What follows belongs to an exercise in optimizing a design on an open flow for small area, a short achievable clock period and few clock cycles; a production flow would make more cautious choices. At most, simulation tests tie the RTL to the original design; equivalence was not proved. Only the layout flow was run in run 3; the RTL was not checked for function there. Power is estimated from default activity; no workload was simulated.

--- design/flow/run.sh ---
#!/bin/bash
# synth_recipe.tcl (not shown) runs the flow's synth.tcl, then flattens the netlist and writes it again
# the make line also repeats each setting of config.mk as NAME=value (left out here)
make -C /OpenROAD-flow-scripts/flow DESIGN_CONFIG=/design/flow/config.mk WORK_HOME=/design/flow/orfs CLKGATE_MAP_FILE= SYNTH_SCRIPT=/design/flow/synth_recipe.tcl finish
--- design/flow/config.mk ---
export PLATFORM = sky130hd
export DESIGN_NAME = mulDivUnit
export DESIGN_NICKNAME = mulDivUnit
export VERILOG_FILES = /design/flow/design.v
export SDC_FILE = /design/flow/constraint.sdc
export NUM_CORES = 4
export LEC_CHECK = 0
export CAP_MARGIN = 20
export CORE_MARGIN = 2
export CORE_UTILIZATION = 40
export SLEW_MARGIN = 20
--- design/flow/constraint.sdc ---
create_clock -name core_clock -period 5.5 [get_ports {Clock}]
set_input_delay 1.1000 -clock core_clock [delete_from_list [all_inputs] [get_ports {Clock}]]
set_output_delay 1.1000 -clock core_clock [all_outputs]
set_load 0.01 [all_outputs]
--- design/flow/design.v ---
`timescale 1ns/1ps
`default_nettype none
package mulDivPkg;
	typedef enum logic {
		OpMul = 1'b0,
		OpDiv = 1'b1
	} mulDivOp;
	typedef struct packed {
		logic cyc;
		logic stb;
		logic we;
		logic [4:0] adr;
		logic [32-1:0] datW;
	} wbReq;
	typedef struct packed {
		logic [32-1:0] datR;
		logic ack;
	} wbRsp;
	typedef struct packed {
		logic [32-1:0] hi;
		logic [32-1:0] lo;
	} hiLo;
endpackage
`default_nettype wire
`timescale 1ns/1ps
`default_nettype none
module mulDivUnit (
	input  logic Clock,
	input  logic rstN,
	input  logic wbCyc,
	input  logic wbStb,
	input  logic wbWe,
	input  logic [4:0] wbAdr,
	input  logic [32-1:0] wbDatW,
	output logic [32-1:0] wbDatR,
	output logic wbAck
);
	localparam int W = 32;
	logic [W-1:0] opA;
	logic [W-1:0] opB;
	logic [W+1:0] hi;      
	logic [W-1:0] lo;      
	logic [W-1:0] dvs;     
	logic bTwo;            
	logic bNeg;            
	logic bZero;           
	logic negA;            
	logic negQ;            
	logic exact;           
	logic divZero;
	logic sMul;
	logic sDiv;
	logic sFix1;
	logic sFix2;
	logic [4:0] count;
	logic req;
	logic wr;
	logic [2:0] word;
	logic start;
	logic last;
	logic busy;
	assign req = wbCyc && wbStb;
	assign wr = req && wbWe;
	assign word = wbAdr[4:2];
	assign wbAck = req;
	assign busy = sMul || sDiv || sFix1 || sFix2;
	assign start = wr && (word == 3'd2) && !busy;
	assign last = (sMul && count[3:0] == 4'd15) || (sFix1 && !negA && !negQ) || sFix2;
	always_comb begin
		case (word)
			3'd0: wbDatR = opA;
			3'd1: wbDatR = opB;
			3'd3: wbDatR = {{(W-2){1'b0}}, divZero, busy && !last};
			3'd4: wbDatR = lo;
			3'd5: wbDatR = hi[W-1:0];
			default: wbDatR = '0;
		endcase
	end
	logic [1:0] skip;
	logic bigDvs8;
	logic bigDvs16;
	logic bigDvs24;
	assign bigDvs24 = (opB[W-1:25] != {(W-25){opB[W-1]}});
	assign bigDvs16 = (opB[W-1:17] != {(W-17){opB[W-1]}});
	assign bigDvs8 = (opB[W-1:9] != {(W-9){opB[W-1]}});
	assign skip = bigDvs24 ? 2'd3 : bigDvs16 ? 2'd2 : bigDvs8 ? 2'd1 : 2'd0;
	function automatic logic [2:0] boothDigit(input logic [2:0] b);
		boothDigit[2] = (b == 3'b011) || (b == 3'b100);
		boothDigit[1] = b[2] && !(b[1] && b[0]);
		boothDigit[0] = (b == 3'b000) || (b == 3'b111);
	endfunction
	logic [W+1:0] x;
	logic [W+1:0] y;
	logic inv;
	logic cin;
	logic [W+1:0] sum;
	logic subDvs;          
	logic wrongSide;       
	assign subDvs = !hi[W-1];
	assign wrongSide = hi[W-1] ^ negA;
	always_comb begin
		x = '0;
		y = {{2{dvs[W-1]}}, dvs};
		inv = 1'b0;
		cin = 1'b0;
		if (sMul) begin
			x = hi;
			if (bZero) y = '0;
			else if (bTwo) y = {dvs[W-1], dvs, 1'b0};
			inv = bNeg;
			cin = bNeg;
		end else if (sDiv) begin
			x = {hi[W:0], lo[W-1]};
			inv = subDvs ^ dvs[W-1];
			cin = subDvs ^ dvs[W-1];
		end else if (sFix1) begin
			x = hi;
			inv = subDvs ^ dvs[W-1];
			cin = subDvs ^ dvs[W-1];
		end else if (sFix2) begin
			y = {2'b0, lo};
			cin = negQ ^ exact;
		end
	end
	assign sum = x + (y ^ {(W+2){inv}}) + {{(W+1){1'b0}}, cin};
	always_ff @(posedge Clock) begin
		if (!rstN) begin
			sMul <= 1'b0;
			sDiv <= 1'b0;
			sFix1 <= 1'b0;
			sFix2 <= 1'b0;
			count <= '0;
			hi <= '0;
			lo <= '0;
			divZero <= 1'b0;
		end else begin
			if (start) begin
				if (!wbDatW[0]) begin
					hi <= '0;
					lo <= opA;
					count <= '0;
					divZero <= 1'b0;
					sMul <= 1'b1;
				end else if (opB == '0) begin
					hi <= '0;
					lo <= '0;
					divZero <= 1'b1;
				end else begin
					case (skip)
						2'd3: begin
							hi <= {{(W-22){opA[W-1]}}, opA[W-1:8]};
							lo <= {opA[7:0], {24{opA[W-1] ^ opB[W-1]}}};
						end
						2'd2: begin
							hi <= {{(W-14){opA[W-1]}}, opA[W-1:16]};
							lo <= {opA[15:0], {16{opA[W-1] ^ opB[W-1]}}};
						end
						2'd1: begin
							hi <= {{(W-6){opA[W-1]}}, opA[W-1:24]};
							lo <= {opA[23:0], {8{opA[W-1] ^ opB[W-1]}}};
						end
						default: begin
							hi <= {(W+2){opA[W-1]}};
							lo <= opA;
						end
					endcase
					count <= {skip, 3'd0};
					divZero <= 1'b0;
					sDiv <= 1'b1;
				end
			end
			if (sMul) begin
				hi <= {{2{sum[W+1]}}, sum[W+1:2]};
				lo <= {sum[1:0], lo[W-1:2]};
				count <= count + 1'b1;
				if (count[3:0] == 4'd15) sMul <= 1'b0;
			end
			if (sDiv) begin
				hi <= sum;
				lo <= {lo[W-2:0], sum[W+1] ^ !dvs[W-1]};
				count <= count + 1'b1;
				if (count == 5'd31) begin
					sDiv <= 1'b0;
					sFix1 <= 1'b1;
				end
			end
			if (sFix1) begin
				if (wrongSide) hi <= sum;
				sFix1 <= 1'b0;
				sFix2 <= negA || negQ;
			end
			if (sFix2) begin
				lo <= sum[W-1:0];
				if (exact) hi <= '0;
				sFix2 <= 1'b0;
			end
		end
	end
	always_ff @(posedge Clock) begin
		if (!busy) begin
			{bTwo, bNeg, bZero} <= boothDigit({opA[1:0], 1'b0});
			if (start) begin
				dvs <= opB;
				negA <= opA[W-1];
				negQ <= opA[W-1] ^ opB[W-1];
			end
		end else if (sMul) begin
			{bTwo, bNeg, bZero} <= boothDigit(lo[3:1]);
		end
		if (sFix1) begin
			exact <= negA && (wrongSide ? (hi[W-1:0] == '0) : (sum[W-1:0] == '0));
		end else if (!busy) begin
			exact <= 1'b0;
		end
	end
	always_ff @(posedge Clock) begin
		if (!rstN) begin
			opA <= '0;
			opB <= '0;
		end else begin
			if (wr && word == 3'd0) opA <= wbDatW;
			if (wr && word == 3'd1) opB <= wbDatW;
		end
	end
endmodule
`default_nettype wire
==> notes.md, run 1 <==
# TYPE chip_impl_metric gauge
chip_impl_metric{name="post_route_cells_drive_above_1_share",unit=""} 0.0876
chip_impl_metric{name="number_of_max_capacitance_violations_reported",unit=""} 0
chip_impl_metric{name="place.detailed.hpwl",unit="um"} 36600
chip_impl_metric{name="ys_ff_latch",unit=""} 178
chip_impl_info{name="run_status",value="finished clean"} 1
chip_impl_metric{name="num_rows",unit=""} 65
chip_impl_metric{name="gr-total-overflow",unit=""} 0
chip_impl_metric{name="clk_pin_slew",unit="ns"} 0.07
chip_impl_metric{name="antenna_found_initial",unit=""} 0
chip_impl_metric{name="clock_latency",unit="ns"} 0.44
chip_impl_metric{name="routabilityCongestion",unit=""} 0.987
chip_impl_metric{name="synth_area",unit="sq mm"} 0.0129
chip_impl_metric{name="cp_data_required_time",unit="ns"} 5.72
chip_impl_metric{name="final_net_count",unit=""} 1709
chip_impl_metric{name="fin_tns_setup",unit="ns"} 0
chip_impl_metric{name="critical_path.max_fanout",unit=""} 17
chip_impl_metric{name="cts.repair.resized",unit=""} 0
chip_impl_metric{name="floorplan.initialDensity",unit=""} 0.406
chip_impl_metric{name="max_clock_freq",unit="MHz"} 193
chip_impl_metric{name="fin_hold_ws",unit="ns"} 0.475
chip_impl_metric{name="hold_viol_final",unit=""} 0
chip_impl_info{name="hp-class",value="register to register"} 1
chip_impl_metric{name="via_count",unit=""} 13482
chip_impl_info{name="cpMaxStageDelayCell",value="or4_1"} 1
chip_impl_metric{name="crit_path_max_incr_delay",unit="ns"} 0.55
chip_impl_metric{name="pwr_cell_area",unit="mW/mm^2"} 198
chip_impl_metric{name="drt_wl_total",unit="um"} 50100
chip_impl_metric{name="fin_skew",unit="ns"} 0.0103
chip_impl_metric{name="p_leak",unit="nW"} 5.35
chip_impl_info{name="dr.max_layer_used",value="met4"} 1
chip_impl_metric{name="dr.first_iter.drc_count",unit=""} 1795
chip_impl_metric{name="grt_pass1_wl",unit="um"} 76700
chip_impl_metric{name="post-cts-setup-buffers",unit=""} 0
chip_impl_metric{name="ys_types",unit=""} 88
chip_impl_metric{name="die_area",unit="sq mm"} 0.0336
chip_impl_info{name="synthFlopType",value="dfxtp_1"} 1
chip_impl_metric{name="finalPower",unit="mW"} 2.91
chip_impl_metric{name="n_diodes",unit=""} 0
chip_impl_metric{name="final_period_minus_worst_setup_slack",unit="ns"} 5.19
chip_impl_metric{name="synth_edf_count",unit=""} 38
chip_impl_metric{name="cts-root-to-sink-buffers",unit=""} 2
chip_impl_metric{name="cts.htree.levels",unit=""} 4
chip_impl_metric{name="cells_after_synth",unit=""} 1619
chip_impl_metric{name="io_pins",unit=""} 75
chip_impl_metric{name="layout.filler_cells",unit=""} 3100
chip_impl_metric{name="die_extent_in_x",unit="um"} 183
chip_impl_metric{name="async_flop_share",unit=""} 0
chip_impl_info{name="crit_path_start_kind",value="register"} 1
chip_impl_metric{name="met3_wirelength",unit="um"} 4780
chip_impl_metric{name="globalRouteTotalUtil",unit=""} 0.297
chip_impl_metric{name="report.final.slew_viol_count",unit=""} 0
chip_impl_metric{name="cts_hold_buffers",unit=""} 0
chip_impl_info{name="cp_cell_sequence",value="xnor2_1 > o21ai_0 > a21boi_4 > buf_4 > buf_4 > xor2_1 > ha_1 > inv_1 > or3_1 > or4_1 > a32oi_2 > a21boi_1 > xnor2_2 > or4_1 > o41ai_2"} 1
chip_impl_metric{name="irDropWorstVdd",unit="mV"} 0.225
chip_impl_metric{name="synth_area_per_cell",unit="sq um"} 7.94
chip_impl_metric{name="setup-violations-final",unit=""} 0
chip_impl_metric{name="core_area",unit="sq mm"} 0.0316
chip_impl_info{name="cts-root-buf",value="clkbuf_16"} 1
chip_impl_info{name="worstSetupPathType",value="register to register"} 1
chip_impl_metric{name="floorplan.die.height",unit="um"} 183
chip_impl_metric{name="post-route-drc-count",unit=""} 0
chip_impl_info{name="end_kind",value="register"} 1
chip_impl_metric{name="synth_sequential_area_ratio",unit=""} 0.307
chip_impl_metric{name="vias_per_cell",unit=""} 6.59
chip_impl_metric{name="layout_worst_path_cycle_share",unit=""} 0.943
chip_impl_metric{name="via_count_of_the_first_global_routing_pass",unit=""} 12507
chip_impl_metric{name="worst_pin_slew",unit="ns"} 1.05
chip_impl_metric{name="fin_util",unit=""} 0.464
chip_impl_metric{name="tritoncts.num_buffers",unit=""} 17
chip_impl_metric{name="drt_pass1_iterations",unit=""} 6
chip_impl_metric{name="clock_sinks",unit=""} 178
chip_impl_metric{name="route.detailed.wl_per_inst",unit="um"} 24.5
chip_impl_metric{name="io_buffer_count",unit=""} 72
chip_impl_metric{name="multi_input_comb_area",unit="sq mm"} 0.00833
chip_impl_metric{name="timing.critical_path.arrival",unit="ns"} 5.41
chip_impl_metric{name="syn2layout_area_growth",unit="%"} 14.2
chip_impl_metric{name="grt_start_max_net_pins",unit=""} 75
chip_impl_metric{name="route.met2.wl",unit="um"} 22000
chip_impl_metric{name="wl_met1",unit="um"} 21700
chip_impl_metric{name="final-seq-area",unit="sq mm"} 0.00395
chip_impl_metric{name="antenna_left",unit=""} 0
chip_impl_metric{name="placed_cells_incl_taps",unit=""} 2012
chip_impl_metric{name="number_of_nets_in_the_synthesized_netlist",unit=""} 1698
chip_impl_metric{name="fin_cells",unit=""} 2045
chip_impl_metric{name="ys.warnings.count",unit=""} 1
chip_impl_info{name="rsz0062_at_grt",value="false"} 1
chip_impl_info{name="cts_tree",value="done"} 1
chip_impl_metric{name="slew-limit-headroom",unit=""} 0.299
-- kinds of logic after synthesis --
family | Yosys count | synth area share
DFF | 178 | 0.307
muxes | 71 | 0.0554
xor gates and xnor gates | 69 | 0.0488
adders and majority gates | 37 | 0.0372
buffers and inverters | 157 | 0.0483
and+or+nand+nor | 481 | 0.175
AOI/OAI and AO/OA | 626 | 0.328
-- layer usage --
metal / vias to the layer above / track usage
met5: - / 0
met4: 0 / 0.104
met3: 112 / 0.0510
met2: 793 / 0.456
met1: 6429 / 0.421
li1: 6148 / -
-- sequential cells by signal, summed over array words and instances (netlist names), 5 cells and up --
name	cells
lo	32
count	5
dvs	32
hi	34
opA	32
opB	32
-- power breakdown --
group,switching (mW),internal (mW)
registers,0.0184,1.34
clock network,0.550,0.730
logic,0.178,0.0989
total,0.746,2.17
-- worst paths after layout --
| path | startpoint | endpoint | slack [ns] | depth (start not counted) |
|---|---|---|---|---|
| hold reg to reg | count[3] | count[3] | 0.48 | 2 |
| setup reg to reg | dvs[31] | exact | 0.31 | 15 |
| hold / removal | count[3] | count[3] | 0.48 | 2 |
| setup / recovery | dvs[31] | exact | 0.31 | 15 |
-- critical path, delay by kind of cell, from the launching register on --
family	cells	cell delay, ns
flops	1	0.49
buf+inv	3	0.76
simple gates	3	1.44
fa+ha+maj	1	0.37
xor+xnor	3	0.61
compound gates	5	1.26
-- per-stage QoR --
| step | worst slack, ns | instance area, sq um |
|---|---|---|
| finish | 0.313 | 14700 |
| global route | 0.126 | 14700 |
| CTS | 0.424 | 14700 |
| detailed placement | 0.445 | 14000 |
| global placement | 0.462 | 14000 |
| floorplan | 0.766 | 12900 |
-- synthesized netlist by cell type (10+ instances only) --
cell type | number | area, sq um
and3_1 | 11 | 68.8
nand2_1 | 213 | 800
o21ai_0 | 61 | 305
dfxtp_1 | 140 | 2800
or3_1 | 14 | 87.6
o211ai_1 | 16 | 120
a221oi_1 | 11 | 96.3
inv_1 | 14 | 52.6
nor2_1 | 84 | 315
ha_1 | 35 | 438
a21o_1 | 10 | 75.1
nor3_1 | 39 | 195
xnor2_1 | 18 | 158
edfxtp_1 | 38 | 1140
xor2_1 | 48 | 420
nand4_1 | 12 | 75.1
a21oi_1 | 218 | 1090
a22o_1 | 63 | 552
buf_2 | 10 | 50.1
o22ai_1 | 70 | 438
mux2i_1 | 70 | 701
a221o_1 | 35 | 350
nor4_1 | 19 | 119
clkbuf_1 | 121 | 454
a211oi_1 | 16 | 120
o31ai_1 | 10 | 75.1
a22oi_1 | 23 | 173
nand3_1 | 35 | 175
-- layout make-up --
type	count	area share
multi-input combinational	1284	0.568
clock buffer	24	0.0363
clock inverter	8	0.00597
sequential	178	0.269
tap	402	0.0343
inverter	17	0.00443
timing repair buffer	132	0.0825
-- placed cells by master (no fill, tap or decap), types with 35 or more instances in the layout --
cell type,count
o21ai_0,60
edfxtp_1,38
nand2_1,212
ha_1,35
nor2_1,83
nand3_1,35
a21oi_1,217
a221o_1,35
dfxtp_1,139
clkdlybuf4s50_1,72
buf_4,56
o22ai_1,70
xor2_1,48
a22o_1,63
nor3_1,37
mux2i_1,70
Testbench counts, summed over its fixed seeds: cycles 32,091.
==> inputs of run 2 (changes only) <==
--- a/design/flow/design.v
+++ b/design/flow/design.v
@@ -47,4 +47,5 @@
 	logic negA;            
 	logic negQ;            
+	logic [3:0] zq;        
 	logic exact;           
 	logic divZero;
@@ -99,4 +100,5 @@
 	assign subDvs = !hi[W-1];
 	assign wrongSide = hi[W-1] ^ negA;
+	assign exact = negA && (zq == 4'hf);
 	always_comb begin
 		x = '0;
@@ -120,5 +122,5 @@
 		end else if (sFix2) begin
 			y = {2'b0, lo};
-			cin = negQ ^ exact;
+			cin = 1'b1;
 		end
 	end
@@ -191,5 +193,5 @@
 			end
 			if (sFix2) begin
-				lo <= sum[W-1:0];
+				if (negQ ^ exact) lo <= sum[W-1:0];
 				if (exact) hi <= '0;
 				sFix2 <= 1'b0;
@@ -209,7 +211,7 @@
 		end
 		if (sFix1) begin
-			exact <= negA && (wrongSide ? (hi[W-1:0] == '0) : (sum[W-1:0] == '0));
-		end else if (!busy) begin
-			exact <= 1'b0;
+			for (int i = 0; i < 4; i++) begin
+				zq[i] <= wrongSide ? (hi[W-1:0] == '0) : (sum[8*i+:8] == '0);
+			end
 		end
 	end
--- a/design/flow/config.mk
+++ b/design/flow/config.mk
@@ -9,3 +9,4 @@
 export CORE_MARGIN = 2
 export CORE_UTILIZATION = 40
+export SETUP_SLACK_MARGIN = 1.5
 export SLEW_MARGIN = 20
==> run 2 against run 1 <==
Net effect: still clean on timing, DRC and antenna; cell count up 3.7%; power down 0.86%; first-iteration DRC count up 8.9%; clock skew about the same; critical path depth up 1; non-clock buffer count up 40; sequential share of layout area down 1.0 points; maximum frequency up 22%; cell area up 6.8%; worst setup slack better by 0.95 ns; synthesized cell count up 2.2%; flip-flop and latch count up 3; largest power group unchanged.
==> notes.md, run 2 <==
# TYPE chip_impl_metric gauge
chip_impl_info{name="most-common-layout-cells",value="262 x nand2_1, 204 x a21oi_1, 135 x dfxtp_1"} 1
chip_impl_metric{name="place.detailed.hpwl",unit="um"} 37100
chip_impl_metric{name="fin_skew",unit="ns"} 0.0108
chip_impl_info{name="cpMaxStageDelayCell",value="fa_2"} 1
chip_impl_metric{name="worst_pin_slew",unit="ns"} 1.21
chip_impl_metric{name="via_count_of_the_first_global_routing_pass",unit=""} 12825
chip_impl_metric{name="core_area",unit="sq mm"} 0.0317
chip_impl_metric{name="antenna_found_initial",unit=""} 0
chip_impl_metric{name="synth_sequential_area_ratio",unit=""} 0.312
chip_impl_metric{name="fin_cells",unit=""} 2121
chip_impl_metric{name="grt_pass1_wl",unit="um"} 79000
chip_impl_metric{name="io_buffer_count",unit=""} 72
chip_impl_metric{name="pwr_cell_area",unit="mW/mm^2"} 184
chip_impl_metric{name="fin_tns_setup",unit="ns"} 0
chip_impl_metric{name="number_of_max_capacitance_violations_reported",unit=""} 0
chip_impl_metric{name="gr-total-overflow",unit=""} 0
chip_impl_metric{name="vias_per_cell",unit=""} 6.57
chip_impl_metric{name="ys_types",unit=""} 75
chip_impl_metric{name="timing.reg2reg.worst_path_depth",unit=""} 16
chip_impl_info{name="worst_path_dominant_cell_family",value="compound AO/OA/AOI/OAI gates"} 1
chip_impl_metric{name="layout_worst_path_cycle_share",unit=""} 0.770
chip_impl_metric{name="route.detailed.wl_per_inst",unit="um"} 25.0
chip_impl_metric{name="clock_sinks",unit=""} 181
chip_impl_metric{name="irDropWorstVdd",unit="mV"} 0.215
chip_impl_metric{name="synth_edf_count",unit=""} 41
chip_impl_metric{name="clk_pin_slew",unit="ns"} 0.08
chip_impl_info{name="layout.cells.most_common",value="nand2_1"} 1
chip_impl_info{name="hp-class",value="register to register"} 1
chip_impl_metric{name="timing.critical_path.arrival",unit="ns"} 4.44
chip_impl_metric{name="placed_cells_incl_taps",unit=""} 2026
chip_impl_info{name="cts-root-buf",value="clkbuf_16"} 1
chip_impl_info{name="cp_cell_sequence",value="buf_12 > o21ai_1 > o21ai_4 > a21o_1 > fa_2 > fa_2 > a211oi_2 > o21ai_2 > o311ai_4 > nand4_1 > a41oi_2 > buf_4 > xor2_2 > nor3b_1 > and4_1 > a21bo_2"} 1
chip_impl_info{name="synthMostInstantiatedCell",value="nand2_1"} 1
chip_impl_metric{name="report.final.slew_viol_count",unit=""} 0
chip_impl_metric{name="drt_wl_total",unit="um"} 52900
chip_impl_metric{name="synth_area_per_cell",unit="sq um"} 7.82
chip_impl_metric{name="globalRouteTotalUtil",unit=""} 0.306
chip_impl_metric{name="fin_hold_ws",unit="ns"} 0.465
chip_impl_metric{name="post_route_cells_drive_above_1_share",unit=""} 0.136
chip_impl_metric{name="crit_path_max_incr_delay",unit="ns"} 0.42
chip_impl_metric{name="fin_util",unit=""} 0.494
chip_impl_metric{name="placed_cell_area",unit="sq mm"} 0.0140
chip_impl_info{name="max_flop_register",value="hi"} 1
chip_impl_info{name="critical-path-top-cell-by-count",value="fa_2"} 1
chip_impl_metric{name="cts-root-to-sink-buffers",unit=""} 2
chip_impl_metric{name="cts_hold_buffers",unit=""} 0
chip_impl_metric{name="floorplan.die.height",unit="um"} 184
chip_impl_metric{name="max_reg_flops",unit=""} 34
chip_impl_metric{name="die_extent_in_x",unit="um"} 184
chip_impl_info{name="cts_tree",value="done"} 1
chip_impl_metric{name="finalPower",unit="mW"} 2.89
chip_impl_metric{name="number_of_nets_in_the_synthesized_netlist",unit=""} 1734
chip_impl_metric{name="synth_top_area_share",unit=""} 0.216
chip_impl_info{name="post_synth_main_area_contributors",value="dfxtp_1 22%, edfxtp_1 9.5%, a21oi_1 8.1%, nand2_1 7.7%, mux2i_1 4.9%"} 1
chip_impl_metric{name="dr.first_iter.drc_count",unit=""} 1954
chip_impl_info{name="crit_path_start_kind",value="register"} 1
chip_impl_metric{name="ys.warnings.count",unit=""} 1
chip_impl_metric{name="fin_ws",unit="ns"} 1.26
chip_impl_metric{name="clock_latency",unit="ns"} 0.45
chip_impl_metric{name="final_area",unit="sq mm"} 0.0157
chip_impl_metric{name="async_flop_share",unit=""} 0
chip_impl_metric{name="setup-violations-final",unit=""} 0
chip_impl_metric{name="floorplan.initialDensity",unit=""} 0.408
chip_impl_metric{name="tritoncts.num_buffers",unit=""} 17
chip_impl_metric{name="cts.htree.levels",unit=""} 4
chip_impl_info{name="worstSetupPathType",value="register to register"} 1
chip_impl_metric{name="antenna_left",unit=""} 0
chip_impl_metric{name="die_area",unit="sq mm"} 0.0338
chip_impl_metric{name="synth_area",unit="sq mm"} 0.0129
chip_impl_info{name="end_kind",value="register"} 1
chip_impl_metric{name="critical_path.max_fanout",unit=""} 6
chip_impl_metric{name="max_clock_freq",unit="MHz"} 236
chip_impl_metric{name="hold_viol_final",unit=""} 0
chip_impl_metric{name="timing.critical_path.buf_inv",unit=""} 2
chip_impl_info{name="synthFlopType",value="dfxtp_1"} 1
chip_impl_metric{name="drt_pass1_iterations",unit=""} 6
chip_impl_metric{name="p_leak",unit="nW"} 5.82
chip_impl_metric{name="cells_after_synth",unit=""} 1655
chip_impl_info{name="rsz0062_at_grt",value="true"} 1
chip_impl_info{name="commonest_cells_in_the_synthesized_netlist",value="265 x nand2_1, 209 x a21oi_1, 140 x dfxtp_1"} 1
chip_impl_metric{name="post_placement_worst_setup_slack",unit="ns"} 0.499
chip_impl_info{name="yosysTopAreaCell",value="dfxtp_1"} 1
chip_impl_metric{name="cp_data_required_time",unit="ns"} 5.70
chip_impl_metric{name="critical_path_depth",unit=""} 16
chip_impl_info{name="run_status",value="finished clean"} 1
chip_impl_metric{name="io_pins",unit=""} 75
chip_impl_metric{name="ys_ff_latch",unit=""} 181
chip_impl_metric{name="post-route-drc-count",unit=""} 0
chip_impl_metric{name="n_diodes",unit=""} 0
chip_impl_metric{name="routabilityCongestion",unit=""} 0.980
chip_impl_metric{name="hold_depth",unit=""} 1
chip_impl_metric{name="slew-limit-headroom",unit=""} 0.186
chip_impl_metric{name="final_period_minus_worst_setup_slack",unit="ns"} 4.24
chip_impl_metric{name="syn2layout_area_growth",unit="%"} 21.0
chip_impl_metric{name="num_rows",unit=""} 65
chip_impl_metric{name="via_count",unit=""} 13926
chip_impl_metric{name="grt_start_max_net_pins",unit=""} 53
chip_impl_metric{name="final_net_count",unit=""} 1785
run 2: final cells by class:
type,count,area [sq um]
well taps,402,503
inverters,25,100
clock buffers,20,500
clock inverters,12,108
fillers,3082,16000
repair buffers,172,1630
multi-input cells,1309,8780
flip-flops and latches,181,4050
run 2: timing repair:
item / in CTS / in global routing
setup endpoints to repair: 76 / 54
setup buffers: 34 / 25
gates resized for setup: 83 / 32
pin swaps: 42 / 26
cloned: 2 / 2
run 2: worst paths after layout:
kind / slack [ns] / to / startpoint
worst min-delay path: 0.46 / sFix1 / sFix1
worst max-delay path: 1.26 / zq[3] / sDiv
worst max register to register: 1.26 / zq[3] / sDiv
worst min register to register: 0.46 / sFix1 / sFix1
run 2: logic make-up (layout without fill, tap and decap cells):
| kind of cell | Yosys count | in the layout | share of synthesized area |
|---|---|---|---|
| xor gates and xnor gates | 70 | 70 | 0.0473 |
| muxes | 66 | 66 | 0.0521 |
| and+or+nand+nor | 492 | 492 | 0.174 |
| adders and majority gates | 37 | 37 | 0.0369 |
| DFF | 181 | 181 | 0.312 |
| AOI/OAI and AO/OA | 643 | 644 | 0.329 |
| buffers and inverters | 166 | 229 | 0.0492 |
run 2: where the power goes:
group | internal (mW) | switching, mW
registers | 1.36 | 0.0193
logic | 0.0859 | 0.138
clock network | 0.710 | 0.574
run 2: layer usage:
metal  vias to the layer above  part of all wire  track usage
li1                       6318                 -            -
met1                      6623              0.42        0.428
met4                         0             0.043        0.106
met2                       848              0.43        0.476
met5                         -                 0            0
met3                       137              0.10       0.0527
Testbench counts of run 2, summed over its fixed seeds: cycles 32,091.
==> inputs of run 3 (changes only) <==
--- a/design/flow/design.v
+++ b/design/flow/design.v
@@ -39,5 +39,5 @@
 	logic [W-1:0] opA;
 	logic [W-1:0] opB;
-	logic [W+1:0] hi;      
+	logic [W-1:0] hi;      
 	logic [W-1:0] lo;      
 	logic [W-1:0] dvs;     
@@ -47,5 +47,4 @@
 	logic negA;            
 	logic negQ;            
-	logic [3:0] zq;        
 	logic exact;           
 	logic divZero;
@@ -74,5 +73,5 @@
 			3'd3: wbDatR = {{(W-2){1'b0}}, divZero, busy && !last};
 			3'd4: wbDatR = lo;
-			3'd5: wbDatR = hi[W-1:0];
+			3'd5: wbDatR = hi;
 			default: wbDatR = '0;
 		endcase
@@ -100,5 +99,5 @@
 	assign subDvs = !hi[W-1];
 	assign wrongSide = hi[W-1] ^ negA;
-	assign exact = negA && (zq == 4'hf);
+	assign exact = negA && (dvs == '0);
 	always_comb begin
 		x = '0;
@@ -107,5 +106,5 @@
 		cin = 1'b0;
 		if (sMul) begin
-			x = hi;
+			x = {{2{hi[W-1]}}, hi};
 			if (bZero) y = '0;
 			else if (bTwo) y = {dvs[W-1], dvs, 1'b0};
@@ -113,9 +112,9 @@
 			cin = bNeg;
 		end else if (sDiv) begin
-			x = {hi[W:0], lo[W-1]};
+			x = {hi[W-1], hi, lo[W-1]};
 			inv = subDvs ^ dvs[W-1];
 			cin = subDvs ^ dvs[W-1];
 		end else if (sFix1) begin
-			x = hi;
+			x = {{2{hi[W-1]}}, hi};
 			inv = subDvs ^ dvs[W-1];
 			cin = subDvs ^ dvs[W-1];
@@ -151,17 +150,17 @@
 					case (skip)
 						2'd3: begin
-							hi <= {{(W-22){opA[W-1]}}, opA[W-1:8]};
+							hi <= {{8{opA[W-1]}}, opA[W-1:8]};
 							lo <= {opA[7:0], {24{opA[W-1] ^ opB[W-1]}}};
 						end
 						2'd2: begin
-							hi <= {{(W-14){opA[W-1]}}, opA[W-1:16]};
+							hi <= {{16{opA[W-1]}}, opA[W-1:16]};
 							lo <= {opA[15:0], {16{opA[W-1] ^ opB[W-1]}}};
 						end
 						2'd1: begin
-							hi <= {{(W-6){opA[W-1]}}, opA[W-1:24]};
+							hi <= {{24{opA[W-1]}}, opA[W-1:24]};
 							lo <= {opA[23:0], {8{opA[W-1] ^ opB[W-1]}}};
 						end
 						default: begin
-							hi <= {(W+2){opA[W-1]}};
+							hi <= {W{opA[W-1]}};
 							lo <= opA;
 						end
@@ -173,5 +172,5 @@
 			end
 			if (sMul) begin
-				hi <= {{2{sum[W+1]}}, sum[W+1:2]};
+				hi <= sum[W+1:2];
 				lo <= {sum[1:0], lo[W-1:2]};
 				count <= count + 1'b1;
@@ -179,5 +178,5 @@
 			end
 			if (sDiv) begin
-				hi <= sum;
+				hi <= sum[W-1:0];
 				lo <= {lo[W-2:0], sum[W+1] ^ !dvs[W-1]};
 				count <= count + 1'b1;
@@ -188,5 +187,5 @@
 			end
 			if (sFix1) begin
-				if (wrongSide) hi <= sum;
+				if (wrongSide) hi <= sum[W-1:0];
 				sFix1 <= 1'b0;
 				sFix2 <= negA || negQ;
@@ -211,7 +210,5 @@
 		end
 		if (sFix1) begin
-			for (int i = 0; i < 4; i++) begin
-				zq[i] <= wrongSide ? (hi[W-1:0] == '0) : (sum[8*i+:8] == '0);
-			end
+			dvs <= wrongSide ? hi : sum[W-1:0];
 		end
 	end
--- a/design/flow/config.mk
+++ b/design/flow/config.mk
@@ -8,5 +8,5 @@
 export CAP_MARGIN = 20
 export CORE_MARGIN = 2
-export CORE_UTILIZATION = 40
-export SETUP_SLACK_MARGIN = 1.5
+export CORE_UTILIZATION = 55
+export SETUP_SLACK_MARGIN = 2.0
 export SLEW_MARGIN = 20
==> run 3 against run 2 <==
Net effect: critical path depth rose by 4; power shrank 0.74%; register-to-register slack hardly changed; still clean on timing, DRC and antenna; combinational power is 33% higher; via count rose by 11%.
==> notes.md, run 3 <==
# TYPE chip_impl_metric gauge
chip_impl_info{name="worst_hold_path.endpoint",value="divZero"} 1
chip_impl_metric{name="antenna_found_initial",unit=""} 0
chip_impl_metric{name="critical_path.max_fanout",unit=""} 7
chip_impl_metric{name="cts-root-to-sink-buffers",unit=""} 2
chip_impl_info{name="hp-start",value="divZero"} 1
chip_impl_metric{name="cells_after_synth",unit=""} 1731
chip_impl_info{name="crit_path_start_kind",value="register"} 1
chip_impl_metric{name="grt_pass1_wl",unit="um"} 84100
chip_impl_metric{name="routabilityCongestion",unit=""} 0.982
chip_impl_metric{name="grt_start_max_net_pins",unit=""} 64
chip_impl_metric{name="clock_sinks",unit=""} 175
chip_impl_metric{name="regToRegSetupSlack",unit="ns"} 1.28
chip_impl_metric{name="timing.critical_path.arrival",unit="ns"} 4.42
chip_impl_metric{name="report.final.slew_viol_count",unit=""} 0
chip_impl_metric{name="via_count",unit=""} 15422
chip_impl_metric{name="worst_pin_slew",unit="ns"} 1.20
chip_impl_info{name="cts-root-buf",value="clkbuf_16"} 1
chip_impl_metric{name="die_extent_in_x",unit="um"} 160
chip_impl_info{name="synthFlopType",value="dfxtp_1"} 1
chip_impl_metric{name="final_net_count",unit=""} 1918
chip_impl_metric{name="number_of_max_capacitance_violations_reported",unit=""} 0
chip_impl_metric{name="synth_simple_gate_area_share",unit=""} 0.179
chip_impl_metric{name="layout.filler_cells",unit=""} 1791
chip_impl_metric{name="antenna_left",unit=""} 0
chip_impl_metric{name="synth_edf_count",unit=""} 37
chip_impl_metric{name="cp_data_required_time",unit="ns"} 5.70
chip_impl_metric{name="io_pins",unit=""} 75
chip_impl_metric{name="gr-total-overflow",unit=""} 0
chip_impl_metric{name="route.detailed.wl_per_inst",unit="um"} 26.6
chip_impl_metric{name="hold_viol_final",unit=""} 0
chip_impl_metric{name="via_count_of_the_first_global_routing_pass",unit=""} 13938
chip_impl_metric{name="floorplan.initialDensity",unit=""} 0.564
chip_impl_metric{name="clock_latency",unit="ns"} 0.44
chip_impl_info{name="layout.cells.most_common",value="nand2_1"} 1
chip_impl_metric{name="final_period_minus_worst_setup_slack",unit="ns"} 4.22
chip_impl_info{name="rsz0062_at_grt",value="true"} 1
chip_impl_metric{name="fin_hold_ws",unit="ns"} 0.463
chip_impl_metric{name="async_flop_share",unit=""} 0
chip_impl_metric{name="io_buffer_count",unit=""} 72
chip_impl_info{name="post_synth_main_area_contributors",value="dfxtp_1 21%, edfxtp_1 8.3%, a21oi_1 7.7%, nand2_1 7.5%, mux2i_1 4.8%"} 1
chip_impl_metric{name="post_route_cells_drive_above_1_share",unit=""} 0.225
chip_impl_info{name="yosysTopAreaCell",value="dfxtp_1"} 1
chip_impl_metric{name="synth_compound_gate_area_share",unit=""} 0.346
chip_impl_metric{name="synth_top_area_share",unit=""} 0.208
chip_impl_metric{name="dr.first_iter.drc_count",unit=""} 2392
chip_impl_metric{name="cts.htree.levels",unit=""} 4
chip_impl_metric{name="ys_types",unit=""} 79
chip_impl_metric{name="num_rows",unit=""} 56
chip_impl_metric{name="die_area",unit="sq mm"} 0.0255
chip_impl_metric{name="timing.reg2reg.worst_path_depth",unit=""} 20
chip_impl_metric{name="ys.warnings.count",unit=""} 1
chip_impl_metric{name="synth_area",unit="sq mm"} 0.0133
chip_impl_metric{name="synth_sequential_area_ratio",unit=""} 0.291
chip_impl_metric{name="drt_pass1_iterations",unit=""} 6
chip_impl_metric{name="synth-xor-area-share",unit=""} 0.0454
chip_impl_info{name="commonest_cells_in_the_synthesized_netlist",value="265 x nand2_1, 206 x a21oi_1, 138 x dfxtp_1"} 1
chip_impl_metric{name="p_leak",unit="nW"} 6.40
chip_impl_metric{name="post-route-drc-count",unit=""} 0
chip_impl_metric{name="globalRouteTotalUtil",unit=""} 0.424
chip_impl_info{name="most-common-layout-cells",value="260 x nand2_1, 191 x a21oi_1, 133 x dfxtp_1"} 1
chip_impl_metric{name="synth.mux.area_fraction",unit=""} 0.0515
chip_impl_info{name="hp-class",value="register to register"} 1
chip_impl_info{name="worstReg2RegStart",value="sFix2"} 1
chip_impl_metric{name="pwr_cell_area",unit="mW/mm^2"} 166
chip_impl_metric{name="vias_per_cell",unit=""} 7.10
chip_impl_metric{name="fraction_of_the_mapped_netlist_area_in_adder_cells",unit=""} 0.0359
chip_impl_info{name="worstSetupPathType",value="register to register"} 1
chip_impl_metric{name="syn2layout_area_growth",unit="%"} 29.4
chip_impl_metric{name="final-seq-area",unit="sq mm"} 0.00389
chip_impl_metric{name="hold_depth",unit=""} 2
chip_impl_metric{name="tritoncts.num_buffers",unit=""} 17
chip_impl_metric{name="max_clock_freq",unit="MHz"} 237
chip_impl_metric{name="synth_area_per_cell",unit="sq um"} 7.69
chip_impl_metric{name="ys_ff_latch",unit=""} 175
chip_impl_metric{name="fin_skew",unit="ns"} 0.00931
chip_impl_info{name="run_status",value="finished clean"} 1
chip_impl_info{name="combinational_family_with_the_most_area_after_synthesis",value="compound AO/OA/AOI/OAI gates"} 1
chip_impl_metric{name="slew-limit-headroom",unit=""} 0.200
chip_impl_metric{name="cts_hold_buffers",unit=""} 0
chip_impl_metric{name="multi_input_comb_area",unit="sq mm"} 0.00995
chip_impl_info{name="worst_r2r_endpoint",value="dvs[26]"} 1
chip_impl_metric{name="drt_wl_total",unit="um"} 57800
chip_impl_info{name="cts_tree",value="done"} 1
chip_impl_metric{name="layout_worst_path_cycle_share",unit=""} 0.768
chip_impl_metric{name="floorplan.die.height",unit="um"} 160
chip_impl_info{name="synthMostInstantiatedCell",value="nand2_1"} 1
chip_impl_metric{name="fin_util",unit=""} 0.730
chip_impl_metric{name="irDropWorstVdd",unit="mV"} 0.201
chip_impl_metric{name="clk_pin_slew",unit="ns"} 0.08
chip_impl_metric{name="setup-violations-final",unit=""} 0
chip_impl_metric{name="fin_tns_setup",unit="ns"} 0
chip_impl_info{name="end_kind",value="register"} 1
chip_impl_metric{name="place.detailed.hpwl",unit="um"} 37900
chip_impl_metric{name="core_area",unit="sq mm"} 0.0236
chip_impl_metric{name="number_of_nets_in_the_synthesized_netlist",unit=""} 1810
## run 3: cell count changes after synthesis, sizes merged, moves of 24 or more
cell,change
a22oi,-59
nor2,+44
a221o,+27
a22o,+26
a31oi,+24
## run 3: logic make-up (layout without fill, tap and decap cells)
kind of cell,Yosys count,in the layout
compound gates,674,674
xor+xnor,69,69
fa+ha+maj,37,37
buf+inv,177,298
flops,175,175
mux,68,68
other cells,0,1
simple gates,531,531
## run 3: worst max path at each step
stage	startpoint	endpoint	slack, ns	depth (start not counted)
after floorplan	sFix1	dvs[26]	1.67	20
after global placement	hi[31]	dvs[31]	0.69	15
after detailed placement	hi[31]	lo[0]	0.65	15
after CTS	sFix2	dvs[31]	1.45	18
after global routing	sFix2	dvs[26]	1.12	20
final	sFix2	dvs[26]	1.28	20
## run 3: report_power, final
part	internal [mW]	leakage, nW	switching [mW]
logic	0.124	4.59	0.173
clock network	0.654	0.280	0.581
registers	1.31	1.53	0.0223
## run 3: layout make-up
class | count | area share
clock inverter | 14 | 0.00857
inverter | 24 | 0.00574
tap | 319 | 0.0232
timing repair buffer | 242 | 0.134
clock buffer | 18 | 0.0255
multi-input combinational | 1379 | 0.577
antenna | 1 | 0.000145
sequential | 175 | 0.226
## run 3: routing by layer
metal	GRT usage	up-vias	share of wire
met5	0	-	0
met4	0.204	0	0.057
met3	0.109	225	0.13
met2	0.606	1157	0.42
met1	0.594	7307	0.40
li1	-	6733	-
## run 3: worst max-delay path: stages (launching register included)
cell and delay, ns:
dfxtp_4 0.38, inv_6 0.04, nor3_4 0.21, buf_6 0.16, buf_12 0.12, buf_4 0.11, buf_4 0.10, mux2i_1 0.19
o22ai_1 0.11, xor2_1 0.18, ha_2 0.46, nor2_1 0.10, o21bai_2 0.24, o41ai_4 0.16, a2111oi_4 0.45, o211ai_1 0.17
buf_4 0.19, a21oi_4 0.20, xnor2_4 0.17, o211ai_1 0.13, o21a_1 0.14
## run 3: through the flow
| stage | setup WS (ns) | total power [mW] | cell area [sq um] | cells |
|---|---|---|---|---|
| floorplan | 1.67 | 1.49 | 13500 | 1731 |
| global placement | 0.690 | 1.58 | 14300 | 2004 |
| detailed placement | 0.649 | 1.59 | 14300 | 2004 |
| CTS | 1.45 | 2.82 | 16400 | 2134 |
| global route | 1.12 | 2.93 | 17200 | 2171 |
| finish | 1.28 | 2.87 | 17200 | 2172 |
## run 3: repair_timing
item / 4_1_cts / 5_1_grt
pin swaps: 68 / 72
cloned: 7 / 1
gates resized for setup: 270 / 155
setup buffers: 91 / 36
setup endpoints to repair: 126 / 124
==> inputs of run 4 (changes only) <==
--- a/design/flow/design.v
+++ b/design/flow/design.v
@@ -42,7 +42,11 @@
 	logic [W-1:0] lo;      
 	logic [W-1:0] dvs;     
-	logic bTwo;            
-	logic bNeg;            
-	logic bZero;           
+	logic selXDiv;         
+	logic selXHi;          
+	logic selYOne;         
+	logic selYTwo;         
+	logic selYLo;          
+	logic inv;             
+	logic cin;
 	logic negA;            
 	logic negQ;            
@@ -92,35 +96,37 @@
 	logic [W+1:0] x;
 	logic [W+1:0] y;
-	logic inv;
-	logic cin;
 	logic [W+1:0] sum;
-	logic subDvs;          
 	logic wrongSide;       
-	assign subDvs = !hi[W-1];
 	assign wrongSide = hi[W-1] ^ negA;
 	assign exact = negA && (dvs == '0);
-	always_comb begin
-		x = '0;
-		y = {{2{dvs[W-1]}}, dvs};
-		inv = 1'b0;
-		cin = 1'b0;
-		if (sMul) begin
-			x = {{2{hi[W-1]}}, hi};
-			if (bZero) y = '0;
-			else if (bTwo) y = {dvs[W-1], dvs, 1'b0};
-			inv = bNeg;
-			cin = bNeg;
-		end else if (sDiv) begin
-			x = {hi[W-1], hi, lo[W-1]};
-			inv = subDvs ^ dvs[W-1];
-			cin = subDvs ^ dvs[W-1];
-		end else if (sFix1) begin
-			x = {{2{hi[W-1]}}, hi};
-			inv = subDvs ^ dvs[W-1];
-			cin = subDvs ^ dvs[W-1];
-		end else if (sFix2) begin
-			y = {2'b0, lo};
-			cin = 1'b1;
-		end
+	assign x = ({(W+2){selXDiv}} & {hi[W-1], hi, lo[W-1]})
+		| ({(W+2){selXHi}} & {{2{hi[W-1]}}, hi});
+	assign y = ({(W+2){selYOne}} & {{2{dvs[W-1]}}, dvs})
+		| ({(W+2){selYTwo}} & {dvs[W-1], dvs, 1'b0})
+		| ({(W+2){selYLo}} & {2'b0, lo});
+	logic startMul;
+	logic startDiv;
+	logic nMul;
+	logic nDiv;
+	logic nFix1;
+	logic nFix2;
+	logic [2:0] digit;     
+	logic nDivInv;         
+	assign startMul = start && !wbDatW[0];
+	assign startDiv = start && wbDatW[0] && (opB != '0);
+	assign nMul = rstN && (startMul || (sMul && count[3:0] != 4'd15));
+	assign nDiv = rstN && (startDiv || (sDiv && count != 5'd31));
+	assign nFix1 = rstN && sDiv && count == 5'd31;
+	assign nFix2 = rstN && sFix1 && (negA || negQ);
+	assign digit = sMul ? boothDigit(lo[3:1]) : boothDigit({opA[1:0], 1'b0});
+	assign nDivInv = sDiv ? !(sum[W-1] ^ dvs[W-1]) : !(opA[W-1] ^ opB[W-1]);
+	always_ff @(posedge Clock) begin
+		selXDiv <= nDiv;
+		selXHi <= nMul || nFix1;
+		selYOne <= nDiv || nFix1 || (nMul && !digit[2] && !digit[0]);
+		selYTwo <= nMul && digit[2];
+		selYLo <= nFix2;
+		inv <= (nMul && digit[1]) || ((nDiv || nFix1) && nDivInv);
+		cin <= (nMul && digit[1]) || ((nDiv || nFix1) && nDivInv) || nFix2;
 	end
 	assign sum = x + (y ^ {(W+2){inv}}) + {{(W+1){1'b0}}, cin};
@@ -200,5 +206,4 @@
 	always_ff @(posedge Clock) begin
 		if (!busy) begin
-			{bTwo, bNeg, bZero} <= boothDigit({opA[1:0], 1'b0});
 			if (start) begin
 				dvs <= opB;
@@ -206,6 +211,4 @@
 				negQ <= opA[W-1] ^ opB[W-1];
 			end
-		end else if (sMul) begin
-			{bTwo, bNeg, bZero} <= boothDigit(lo[3:1]);
 		end
 		if (sFix1) begin
--- a/design/flow/config.mk
+++ b/design/flow/config.mk
@@ -8,5 +8,5 @@
 export CAP_MARGIN = 20
 export CORE_MARGIN = 2
-export CORE_UTILIZATION = 55
-export SETUP_SLACK_MARGIN = 2.0
+export CORE_UTILIZATION = 40
+export SETUP_SLACK_MARGIN = 1.1
 export SLEW_MARGIN = 20
==> run 4 against run 3 <==
Net effect: power fell by 3.3%; cell area fell by 15%; maximum frequency shrank 0.67%; combinational power fell by 28%; critical path type is now primary input to primary output; highest routed layer unchanged.
==> notes.md, run 4 <==
# TYPE chip_impl_metric gauge
chip_impl_info{name="most-common-layout-cells",value="246 x nand2_1, 217 x a21oi_1, 139 x dfxtp_1"} 1
chip_impl_info{name="worst_r2r_endpoint",value="lo[30]"} 1
chip_impl_info{name="synthMostInstantiatedCell",value="nand2_1"} 1
chip_impl_info{name="layout.cells.most_common",value="nand2_1"} 1
chip_impl_metric{name="clk_pin_slew",unit="ns"} 0.07
chip_impl_metric{name="finalPower",unit="mW"} 2.77
chip_impl_metric{name="floorplan.initialDensity",unit=""} 0.404
chip_impl_metric{name="n_diodes",unit=""} 0
chip_impl_metric{name="fin_tns_setup",unit="ns"} 0
chip_impl_metric{name="via_count_of_the_first_global_routing_pass",unit=""} 12118
chip_impl_info{name="hp-class",value="register to register"} 1
chip_impl_metric{name="drt_pass1_iterations",unit=""} 6
chip_impl_metric{name="core_area",unit="sq mm"} 0.0324
chip_impl_info{name="rsz0062_at_grt",value="true"} 1
chip_impl_metric{name="globalRouteTotalUtil",unit=""} 0.290
chip_impl_metric{name="antenna_left",unit=""} 0
chip_impl_metric{name="io_buffer_count",unit=""} 72
chip_impl_metric{name="ys.warnings.count",unit=""} 1
chip_impl_metric{name="grt_start_max_net_pins",unit=""} 86
chip_impl_metric{name="route.detailed.wl_per_inst",unit="um"} 23.9
chip_impl_info{name="commonest_cells_in_the_synthesized_netlist",value="248 x nand2_1, 218 x a21oi_1, 145 x dfxtp_1"} 1
chip_impl_metric{name="routabilityCongestion",unit=""} 1.01
chip_impl_metric{name="tritoncts.num_buffers",unit=""} 17
chip_impl_info{name="synthFlopType",value="dfxtp_1"} 1
chip_impl_metric{name="synth_area",unit="sq mm"} 0.0131
chip_impl_info{name="crit_path_start_kind",value="primary input"} 1
chip_impl_metric{name="placed_cell_area",unit="sq mm"} 0.0140
chip_impl_metric{name="timing.reg2reg.worst_path_depth",unit=""} 9
chip_impl_metric{name="report.final.slew_viol_count",unit=""} 0
chip_impl_metric{name="number_of_nets_in_the_synthesized_netlist",unit=""} 1745
chip_impl_metric{name="antenna_found_initial",unit=""} 0
chip_impl_metric{name="num_rows",unit=""} 66
chip_impl_metric{name="timing.critical_path.arrival",unit="ns"} 3.15
chip_impl_metric{name="layout_worst_path_cycle_share",unit=""} 0.773
chip_impl_info{name="cts-root-buf",value="clkbuf_16"} 1
chip_impl_metric{name="die_area",unit="sq mm"} 0.0341
chip_impl_info{name="run_status",value="finished clean"} 1
chip_impl_metric{name="synth_area_per_cell",unit="sq um"} 7.85
chip_impl_info{name="cp_cell_sequence",value="dlygate4sd2_1 > nor2b_1 > nor2b_2 > buf_4 > a221o_2 > clkdlybuf4s50_1"} 1
chip_impl_metric{name="p_leak",unit="nW"} 5.18
chip_impl_metric{name="dr.first_iter.drc_count",unit=""} 1930
chip_impl_metric{name="gr-total-overflow",unit=""} 0
chip_impl_metric{name="place.detailed.hpwl",unit="um"} 36400
chip_impl_metric{name="irDropWorstVdd",unit="mV"} 0.227
chip_impl_metric{name="regToRegSetupSlack",unit="ns"} 1.34
chip_impl_metric{name="critical_path.max_fanout",unit=""} 23
chip_impl_metric{name="clock_sinks",unit=""} 179
chip_impl_metric{name="grt_pass1_wl",unit="um"} 75100
chip_impl_metric{name="synth_edf_count",unit=""} 34
chip_impl_info{name="end_kind",value="primary output"} 1
chip_impl_info{name="cpMaxStageDelayCell",value="clkdlybuf4s50_1"} 1
chip_impl_metric{name="pwr_cell_area",unit="mW/mm^2"} 190
chip_impl_info{name="hp-start",value="count[3]"} 1
chip_impl_metric{name="post_route_cells_drive_above_1_share",unit=""} 0.0789
chip_impl_metric{name="ys_ff_latch",unit=""} 179
chip_impl_metric{name="setup-violations-final",unit=""} 0
chip_impl_metric{name="final_net_count",unit=""} 1713
chip_impl_metric{name="fin_skew",unit="ns"} 0.0115
chip_impl_metric{name="hold_depth",unit=""} 2
chip_impl_metric{name="number_of_max_capacitance_violations_reported",unit=""} 0
chip_impl_metric{name="drt_wl_total",unit="um"} 49900
chip_impl_metric{name="cts.htree.levels",unit=""} 4
chip_impl_metric{name="floorplan.die.height",unit="um"} 185
chip_impl_metric{name="cts_hold_buffers",unit=""} 0
chip_impl_metric{name="hold_viol_final",unit=""} 0
chip_impl_metric{name="slew-limit-headroom",unit=""} 0.242
chip_impl_metric{name="cells_after_synth",unit=""} 1666
chip_impl_info{name="cts_tree",value="done"} 1
chip_impl_metric{name="max_clock_freq",unit="MHz"} 235
chip_impl_metric{name="io_pins",unit=""} 75
chip_impl_info{name="worst_hold_path.endpoint",value="count[3]"} 1
chip_impl_info{name="yosysTopAreaCell",value="dfxtp_1"} 1
chip_impl_metric{name="ys_types",unit=""} 91
chip_impl_info{name="worstSetupPathType",value="primary input to primary output"} 1
chip_impl_metric{name="worst_pin_slew",unit="ns"} 1.13
chip_impl_metric{name="syn2layout_area_growth",unit="%"} 11.7
chip_impl_metric{name="post-route-drc-count",unit=""} 0
chip_impl_metric{name="clock_latency",unit="ns"} 0.45
chip_impl_metric{name="final_area",unit="sq mm"} 0.0146
chip_impl_metric{name="synth_top_area_share",unit=""} 0.222
chip_impl_metric{name="cp_data_required_time",unit="ns"} 4.40
chip_impl_metric{name="async_flop_share",unit=""} 0
chip_impl_info{name="post_synth_main_area_contributors",value="dfxtp_1 22%, a21oi_1 8.3%, edfxtp_1 7.8%, nand2_1 7.1%, a22o_1 4.1%"} 1
chip_impl_metric{name="cts-root-to-sink-buffers",unit=""} 2
chip_impl_metric{name="vias_per_cell",unit=""} 6.46
chip_impl_metric{name="crit_path_max_incr_delay",unit="ns"} 0.57
chip_impl_info{name="worstReg2RegStart",value="opB[31]"} 1
chip_impl_metric{name="final_period_minus_worst_setup_slack",unit="ns"} 4.25
chip_impl_metric{name="die_extent_in_x",unit="um"} 185
chip_impl_metric{name="via_count",unit=""} 13490
chip_impl_metric{name="synth_sequential_area_ratio",unit=""} 0.300
run 4: cell count changes in the layout (fill, tap and decap cells not counted), moves of 17 or more:
| cell | delta |
|---|---|
| buf_4 | -75 |
| buf_6 | -51 |
| mux2i_1 | -44 |
| xnor2_1 | +42 |
| clkdlybuf4s50_1 | +33 |
| a222oi_1 | +31 |
| o22ai_1 | -28 |
| a21oi_1 | +26 |
| nor3b_1 | +23 |
| buf_2 | -22 |
| xor2_1 | -18 |
| a211oi_1 | +17 |
run 4: logic make-up (layout without fill, tap and decap cells):
| group | after synthesis | after routing | share of synthesized area |
|---|---|---|---|
| AO/OA/AOI/OAI | 645 | 645 | 0.351 |
| AND/OR/NAND/NOR | 533 | 533 | 0.191 |
| buffers and inverters | 180 | 161 | 0.0557 |
| flip-flops | 179 | 179 | 0.300 |
| XOR/XNOR | 69 | 69 | 0.0468 |
| adder cells (fa/ha/maj) | 37 | 37 | 0.0366 |
| multiplexers | 23 | 23 | 0.0180 |
run 4: cell type report:
| type | count | area, sq um |
|---|---|---|
| clock buffer | 20 | 458 |
| clock inverter | 12 | 105 |
| inverter | 27 | 101 |
| tap | 442 | 553 |
| fill | 3306 | 17800 |
| timing repair buffer | 102 | 955 |
| multi-input combinational | 1307 | 8500 |
| sequential | 179 | 3930 |
run 4: metal layers:
| layer | vias to the layer above | wire [um] | GRT usage |
|---|---|---|---|
| met1 | 6381 | 21700 | 0.425 |
| met2 | 807 | 20900 | 0.423 |
| met4 | 0 | 1620 | 0.101 |
| li1 | 6219 | - | - |
| met5 | - | 0 | 0 |
| met3 | 83 | 5620 | 0.0533 |
run 4: where the power goes:
group          switching [mW]  internal, mW  total [mW]
sequential             0.0185          1.34        1.36
combinational           0.134        0.0792       0.213
clock                   0.551         0.650        1.20
total                   0.703          2.07        2.77
run 4: per-stage QoR:
step            util  setup WS (ns)  hold WS (ns)  instances
3_5_place_dp   0.433          0.912         0.471       2057
6_report       0.451           1.25         0.484       2089
4_1_cts        0.450           1.27         0.482       2089
5_1_grt        0.451           1.10         0.511       2089
2_1_floorplan      -           1.86         0.403       1666
3_3_place_gp   0.433          0.905         0.460       2057
run 4: worst max-delay path by stage:
stage                  start    endpoint  cells after the start
global route          selYLo      lo[24]                     16
finish              wbAdr[2]  wbDatR[26]                      6
floorplan            selYOne     dvs[30]                     17
global placement    wbAdr[2]  wbDatR[26]                      6
detailed placement  wbAdr[2]  wbDatR[26]                      6
CTS                 wbAdr[2]  wbDatR[26]                      6
run 4: what timing repair did:
item / in CTS / in global routing
endpoints found under the setup margin: 12 / 9
cloned: 0 / 0
setup buffers: 0 / 0
resized for setup: 5 / 4
endpoints found under the hold margin: 0 / 0
run 4: worst max-delay path, delay by kind of cell:
family,cells,cell delay [ns]
simple gates,2,0.43
buf+inv,3,1.30
compound gates,1,0.31
Testbench counts of run 4, summed over its fixed seeds: cycles 32,091.
==> inputs of run 5 (changes only) <==
--- a/design/flow/config.mk
+++ b/design/flow/config.mk
@@ -9,4 +9,4 @@
 export CORE_MARGIN = 2
 export CORE_UTILIZATION = 40
-export SETUP_SLACK_MARGIN = 1.1
+export SETUP_SLACK_MARGIN = 2.1
 export SLEW_MARGIN = 20
==> run 5 against run 4 <==
Net effect: sequential power hardly changed; via count is 7.9% higher; register-to-register slack better by 0.49 ns; largest cell class unchanged.
==> notes.md, run 5 <==
# TYPE chip_impl_metric gauge
chip_impl_metric{name="ys_types",unit=""} 91
chip_impl_metric{name="async_flop_share",unit=""} 0
chip_impl_metric{name="die_extent_in_x",unit="um"} 185
chip_impl_metric{name="synth_sequential_area_ratio",unit=""} 0.300
chip_impl_metric{name="synth_area_per_cell",unit="sq um"} 7.85
chip_impl_metric{name="max_clock_freq",unit="MHz"} 272
chip_impl_metric{name="globalRouteTotalUtil",unit=""} 0.316
chip_impl_info{name="cts_tree",value="done"} 1
chip_impl_info{name="synthMostInstantiatedCell",value="nand2_1"} 1
chip_impl_metric{name="antenna_found_initial",unit=""} 0
chip_impl_metric{name="die_area",unit="sq mm"} 0.0341
chip_impl_metric{name="worst_pin_slew",unit="ns"} 0.831
chip_impl_metric{name="gr-total-overflow",unit=""} 0
chip_impl_metric{name="io_pins",unit=""} 75
chip_impl_metric{name="drt_pass1_iterations",unit=""} 7
chip_impl_metric{name="timing.critical_path.arrival",unit="ns"} 3.84
chip_impl_info{name="end_kind",value="register"} 1
chip_impl_metric{name="hold_viol_final",unit=""} 0
chip_impl_metric{name="dr.first_iter.drc_count",unit=""} 2342
chip_impl_info{name="hp-class",value="register to register"} 1
chip_impl_info{name="startpoint",value="selYTwo"} 1
chip_impl_metric{name="cts-root-to-sink-buffers",unit=""} 2
chip_impl_metric{name="hold_depth",unit=""} 2
chip_impl_info{name="most-common-layout-cells",value="243 x nand2_1, 197 x a21oi_1, 135 x dfxtp_1"} 1
chip_impl_info{name="worstReg2RegStart",value="selYTwo"} 1
chip_impl_metric{name="num_rows",unit=""} 66
chip_impl_info{name="worst_hold_path.endpoint",value="count[3]"} 1
chip_impl_metric{name="timing.reg2reg.worst_path_depth",unit=""} 14
chip_impl_metric{name="n_diodes",unit=""} 0
chip_impl_info{name="layout.cells.most_common",value="nand2_1"} 1
chip_impl_metric{name="critical_path.max_fanout",unit=""} 21
chip_impl_metric{name="place.detailed.hpwl",unit="um"} 36700
chip_impl_metric{name="final_period_minus_worst_setup_slack",unit="ns"} 3.67
chip_impl_info{name="synthFlopType",value="dfxtp_1"} 1
chip_impl_info{name="worst_r2r_endpoint",value="dvs[25]"} 1
chip_impl_metric{name="number_of_nets_in_the_synthesized_netlist",unit=""} 1745
chip_impl_metric{name="via_count",unit=""} 14558
chip_impl_metric{name="grt_pass1_wl",unit="um"} 81400
chip_impl_metric{name="cts.htree.levels",unit=""} 4
chip_impl_info{name="post_synth_main_area_contributors",value="dfxtp_1 22%, a21oi_1 8.3%, edfxtp_1 7.8%, nand2_1 7.1%, a22o_1 4.1%"} 1
chip_impl_metric{name="ys_ff_latch",unit=""} 179
chip_impl_metric{name="io_buffer_count",unit=""} 72
chip_impl_metric{name="drt_wl_total",unit="um"} 57200
chip_impl_info{name="commonest_cells_in_the_synthesized_netlist",value="248 x nand2_1, 218 x a21oi_1, 145 x dfxtp_1"} 1
chip_impl_info{name="run_status",value="finished clean"} 1
chip_impl_metric{name="ys.warnings.count",unit=""} 1
chip_impl_metric{name="clock_sinks",unit=""} 179
chip_impl_metric{name="regToRegSetupSlack",unit="ns"} 1.83
chip_impl_metric{name="synth_edf_count",unit=""} 34
chip_impl_metric{name="grt_start_max_net_pins",unit=""} 75
chip_impl_metric{name="layout_worst_path_cycle_share",unit=""} 0.668
chip_impl_metric{name="clk_pin_slew",unit="ns"} 0.07
chip_impl_metric{name="post-route-drc-count",unit=""} 0
chip_impl_info{name="yosysTopAreaCell",value="dfxtp_1"} 1
chip_impl_metric{name="finalPower",unit="mW"} 2.90
chip_impl_metric{name="antenna_left",unit=""} 0
chip_impl_metric{name="final_net_count",unit=""} 1851
chip_impl_metric{name="core_area",unit="sq mm"} 0.0324
chip_impl_metric{name="pwr_cell_area",unit="mW/mm^2"} 169
chip_impl_metric{name="fin_skew",unit="ns"} 0.0160
chip_impl_metric{name="fin_tns_setup",unit="ns"} 0
chip_impl_metric{name="setup-violations-final",unit=""} 0
chip_impl_metric{name="syn2layout_area_growth",unit="%"} 31.0
chip_impl_metric{name="number_of_max_capacitance_violations_reported",unit=""} 0
chip_impl_metric{name="floorplan.die.height",unit="um"} 185
chip_impl_metric{name="irDropWorstVdd",unit="mV"} 0.208
chip_impl_info{name="rsz0062_at_grt",value="true"} 1
chip_impl_metric{name="clock_latency",unit="ns"} 0.45
chip_impl_info{name="cts-root-buf",value="clkbuf_16"} 1
chip_impl_metric{name="slew-limit-headroom",unit=""} 0.446
chip_impl_metric{name="vias_per_cell",unit=""} 6.54
==> run 5: kinds of logic after synthesis <==
| group | count (synthesis) | share of synthesized area |
|---|---|---|
| compound gates | 645 | 0.351 |
| simple gates | 533 | 0.191 |
| buf+inv | 180 | 0.0557 |
| flops | 179 | 0.300 |
| xor+xnor | 69 | 0.0468 |
| fa+ha+maj | 37 | 0.0366 |
| mux | 23 | 0.0180 |
==> run 5: repair_timing <==
item                                    4_1_cts  5_1_grt
hold buffers                                  0        0
gates resized for setup                     303      117
buffers inserted                             79       42
pin swaps                                   111       96
endpoints found under the setup margin      156      154
cloned                                       11        6
==> run 5: stage by stage <==
stage / setup WS (ns) / instances / cell area (sq um) / hold WS, ns / util
global route: 1.76 / 2227 / 17100 / 0.507 / 0.529
detailed placement: 0.922 / 2057 / 14000 / 0.477 / 0.433
finish: 1.83 / 2227 / 17100 / 0.492 / 0.529
global placement: 0.908 / 2057 / 14000 / 0.460 / 0.433
floorplan: 2.01 / 1666 / 13100 / 0.403 / -
CTS: 1.89 / 2179 / 16200 / 0.486 / 0.499
==> run 5: worst max path at each step <==
stage / slack (ns) / endpoint / cells past startpoint
floorplan: 2.01 / wbDatR[10] / 6
global placement: 0.91 / wbDatR[26] / 6
detailed placement: 0.92 / wbDatR[26] / 6
CTS: 1.89 / wbDatR[26] / 6
global route: 1.76 / hi[22] / 16
finish: 1.83 / dvs[25] / 14
==> run 5: final cells by class <==
class | count | area [sq um]
Clock buffer | 19 | 433
Clock inverter | 13 | 159
Fill cell | 3051 | 15200
Inverter | 27 | 104
Multi-Input combinational cell | 1313 | 9610
Sequential cell | 179 | 3940
Tap cell | 442 | 553
Timing Repair Buffer | 234 | 2320
==> run 5: per-layer routing <==
layer / GRT usage / routed length (um)
met1: 0.433 / 23200
met5: 0 / 0
met4: 0.163 / 3580
met3: 0.0669 / 6070
met2: 0.467 / 24300
==> run 5: power breakdown <==
part / switching (mW) / leakage (nW) / internal, mW / total [mW]
Combinational: 0.163 / 4.50 / 0.121 / 0.284
Clock: 0.545 / 0.283 / 0.715 / 1.26
Sequential: 0.0192 / 1.56 / 1.34 / 1.36
Total: 0.728 / 6.34 / 2.17 / 2.90
==> run 5: worst max-delay path, cell delays in order (launching register included) <==
cell and delay [ns]:
dfxtp_4 0.39, buf_6 0.18, a222oi_1 0.56, xnor2_1 0.16
ha_1 0.37, inv_1 0.16, nor3_2 0.24, nand4_1 0.22
buf_4 0.21, o211ai_1 0.28, xnor2_2 0.15, buf_6 0.15
nor2_1 0.04, a21oi_1 0.16, a21oi_1 0.10

[re-timing with driven ports]
How much do the figures lean on ideal ports? The routed layouts below were timed once more, with nothing changed but the port constraints. Step 1: set_driving_cell puts a clkbuf_16 on Clock and a buf_2 on each other input, an assumption about the parent block. Step 2 also shifts input and output timing later by t, the mid clock arrival at the registers, as if the neighbouring blocks saw the same clock. Three values: ideal ports, drivers, drivers and shift; two values: the first two.
run | shift t [ns] | setup WS [ns] | worst register clock-pin slew, ns
run 1 | 0.486 | 0.313 / 0.313 / 0.313 | 0.07 / 0.07
run 2 | 0.496 | 1.264 / 1.264 / 1.264 | 0.08 / 0.08
run 3 | 0.481 | 1.276 / 1.276 / 1.276 | 0.08 / 0.08
run 4 | 0.498 | 1.248 / 1.227 / 1.203 | 0.08 / 0.08
run 5 | 0.488 | 1.829 / 1.826 / 1.723 | 0.08 / 0.08
After both steps setup and hold are still met in every run listed. The setup slack of run 5, which loses most, moves by -0.003 ns with the drivers and by -0.106 ns with both steps.
